Source: an optimization exercise on an open RTL-to-GDS flow (aim: small area and a short achievable clock period). Production flows keep margins and buffers that such runs may drop.
Only simulation tests tie the RTL to the original design; equivalence was not proved.
Power and IR drop assume default switching activity.

// instr_register_pipe
module instr_register_pipe #(
  parameter int DEPTH = 32,
  parameter int OP_W  = 8,
  localparam int AW    = $clog2(DEPTH),
  localparam int RES_W = 2 * OP_W
) (
  input  logic                    clk,
  input  logic                    reset,
  input  logic                    load_en,
  input  logic [AW-1:0]           write_pointer,
  input  logic [2:0]              opcode,
  input  logic [OP_W-1:0]         operand_a,
  input  logic [OP_W-1:0]         operand_b,
  input  logic                    clear_en,
  input  logic                    rd_en,
  input  logic [AW-1:0]           read_pointer,
  output logic                    rd_valid,
  output logic                    rd_hit,
  output logic [2:0]              rd_opcode,
  output logic [OP_W-1:0]         rd_operand_a,
  output logic [OP_W-1:0]         rd_operand_b,
  output logic [RES_W-1:0]        rd_result,
  output logic                    rd_div0,
  output logic [AW:0]             entry_count,
  output logic                    full
);
  logic [OP_W-1:0] in_mag_a, in_mag_b;
  logic [OP_W+1:0] in_mag_b3;
  logic [1:0]      in_q0;
  logic [1:0]      in_r0;
  logic [1:0]      in_top;
  assign in_mag_a  = operand_a[OP_W-1] ? -operand_a : operand_a;
  assign in_mag_b  = operand_b[OP_W-1] ? -operand_b : operand_b;
  assign in_mag_b3 = {2'b00, in_mag_b} + {1'b0, in_mag_b, 1'b0};
  logic b_is1, b_is2;
  assign b_is1  = (operand_b == 8'h01) || (operand_b == 8'hFF);
  assign b_is2  = (operand_b == 8'h02) || (operand_b == 8'hFE);
  assign in_top = (operand_a == 8'h80) ? 2'd2 :
                  ((operand_a[7:6] == 2'b01) || (operand_a[7:6] == 2'b10) || (operand_a == 8'hC0)) ? 2'd1 : 2'd0;
  assign in_q0  = b_is1 ? in_top : (b_is2 && in_top[1]) ? 2'd1 : 2'd0;
  assign in_r0  = (b_is1 || (b_is2 && in_top[1])) ? 2'd0 : in_top;
  logic            s1_valid;
  logic [AW-1:0]   s1_ptr;
  ...
export LEC_CHECK = 0
export CAP_MARGIN = 20
export CORE_MARGIN = 2
export CORE_UTILIZATION = 65
export CTS_BUF_LIST = sky130_fd_sc_hd__clkbuf_4
export CTS_CLUSTER_DIAMETER = 40
export CTS_CLUSTER_SIZE = 10
export PLACE_DENSITY = 0.75
export SLEW_MARGIN = 20
export TNS_END_PERCENT = 1
create_clock -name core_clock -period 30.0 [get_ports {clk}]
standard.sh (not shown) runs the stock make flow with config.mk's settings and CLKGATE_MAP_FILE= SYNTH_SCRIPT=/design/flow/synth_recipe.tcl, a recipe that flattens the netlist after the stock synthesis.
==> flow/flow/run.sh <==
#!/bin/bash
# Standard layout, with timing repair aimed at a setup slack of SETUP_MARGIN ns
# so the achieved period is pushed below the constraint's period. The repair
# may pick any cell of the same function (not only the same footprint), and
# the port buffers are buf_4.
set -euo pipefail
SETUP_MARGIN=${SETUP_MARGIN:-22.5}
bash standard.sh SETUP_SLACK_MARGIN=$SETUP_MARGIN MATCH_CELL_FOOTPRINT=0 \
  "BUFFER_PORTS_ARGS=-buffer_cell sky130_fd_sc_hd__buf_4" finish > standard.log 2>&1
The first run produced a clean layout.
Rerun with:
==> flow/run.sh (new file) <==
#!/bin/bash
# synth_recipe.tcl (not shown) runs the flow's synth.tcl, then flattens the netlist and writes it again
# the make line also repeats each setting of config.mk as NAME=value (left out here)
make -C /OpenROAD-flow-scripts/flow DESIGN_CONFIG=/design/flow/config.mk WORK_HOME=/design/flow/orfs CLKGATE_MAP_FILE= SYNTH_SCRIPT=/design/flow/synth_recipe.tcl finish
Settings changed: CTS_BUF_LIST sky130_fd_sc_hd__clkbuf_4 to unset, CTS_CLUSTER_DIAMETER 40 to unset, CTS_CLUSTER_SIZE 10 to unset, TNS_END_PERCENT 1 to unset.
removed: flow/flow/run.sh
removed: flow/standard.sh
Via count shrinks by 0.40%.
Combinational power is lower by 7.6%.
Design area went up by 1.4%.
Hold slack loses 8.6 ps.
Die area is unchanged.
Wire length came out lower by 0.89%.
Final cell count goes down by 2.1%.
Power is higher by 8.1%.
Rerun with:
==> flow/flow/run.sh (new file) <==
#!/bin/bash
# Standard layout, with timing repair aimed at a setup slack of SETUP_MARGIN ns
# so the achieved period is pushed below the constraint's period. The repair
# may pick any cell of the same function (not only the same footprint), the
# port buffers are buf_4, and early gate sizing sizes drivers for their loads.
set -euo pipefail
SETUP_MARGIN=${SETUP_MARGIN:-22}
bash standard.sh SETUP_SLACK_MARGIN=$SETUP_MARGIN MATCH_CELL_FOOTPRINT=0 EARLY_SIZING_CAP_RATIO=6 \
  "BUFFER_PORTS_ARGS=-buffer_cell sky130_fd_sc_hd__buf_4" finish > standard.log 2>&1
==> flow/standard.sh (new file) <==
#!/bin/bash
# synth_recipe.tcl (not shown) runs the flow's synth.tcl, then flattens the netlist and writes it again
# the make line also repeats each setting of config.mk as NAME=value (left out here)
make -C /OpenROAD-flow-scripts/flow DESIGN_CONFIG=/design/flow/config.mk WORK_HOME=/design/flow/orfs CLKGATE_MAP_FILE= SYNTH_SCRIPT=/design/flow/synth_recipe.tcl "${@:-finish}"
Settings changed: CTS_BUF_LIST set to sky130_fd_sc_hd__clkbuf_4, CTS_CLUSTER_DIAMETER set to 40, CTS_CLUSTER_SIZE set to 10.
removed: flow/run.sh
Result:
- The new run passed the timing, DRC and antenna checks
- setup slack is better by 1500 ps
- worst hold slack is better by 26 ps
- cell count is higher by 1.7%
- sequential share of layout area came out higher by 1.6 points
- die area is unchanged
- maximum frequency came out higher by 19%
- clock power went down by 33%
Rerun with:
==> flow/flow/run.sh (replaced) <==
#!/bin/bash
# Standard layout, with timing repair aimed at a setup slack of SETUP_MARGIN ns
# so the achieved period is pushed below the constraint's period.
set -euo pipefail
SETUP_MARGIN=${SETUP_MARGIN:-21.5}
bash standard.sh SETUP_SLACK_MARGIN=$SETUP_MARGIN finish > standard.log 2>&1
Settings changed: CTS_BUF_LIST sky130_fd_sc_hd__clkbuf_4 to unset, CTS_CLUSTER_DIAMETER 40 to unset, CTS_CLUSTER_SIZE 10 to unset.
Outcome:
- design area rose by 3.0%
- clock-buffer cell count is lower by 65
- critical path depth rises by 1
- power came out higher by 11%

-- afterwards: timing with drivers on the ports --
The flow's constraints put no driver on any port. The routed layouts listed below were extracted and timed again, unchanged, in two steps.
Step 1 assumes that a clkbuf_16 drives the clock port and a buf_2 every other input.
Step 2 times the ports against the registers' clock, not the clock port: input delays grow and output delays shrink by t, the midpoint of the rising clock arrivals with the driver on.
Slacks: ideal / step 1 / step 2; pairs: ideal / step 1.
run	shift t [ns]	slack for setup (ns)	hold WS [ns]
the first run	1.178	22.324 / 22.262 / 21.179	0.459 / 0.459 / 0.459
the second run	0.756	20.548 / 20.548 / 20.531	0.451 / 0.451 / 0.451
the third run	1.099	22.031 / 22.070 / 20.972	0.477 / 0.477 / 0.477
the fourth run	0.752	21.545 / 21.586 / 20.834	0.465 / 0.465 / 0.465
After both steps setup and hold are still met in every run listed. For the first run, which loses most, drivers alone change the setup slack by -0.062 ns; drivers and shift together by -1.145 ns.
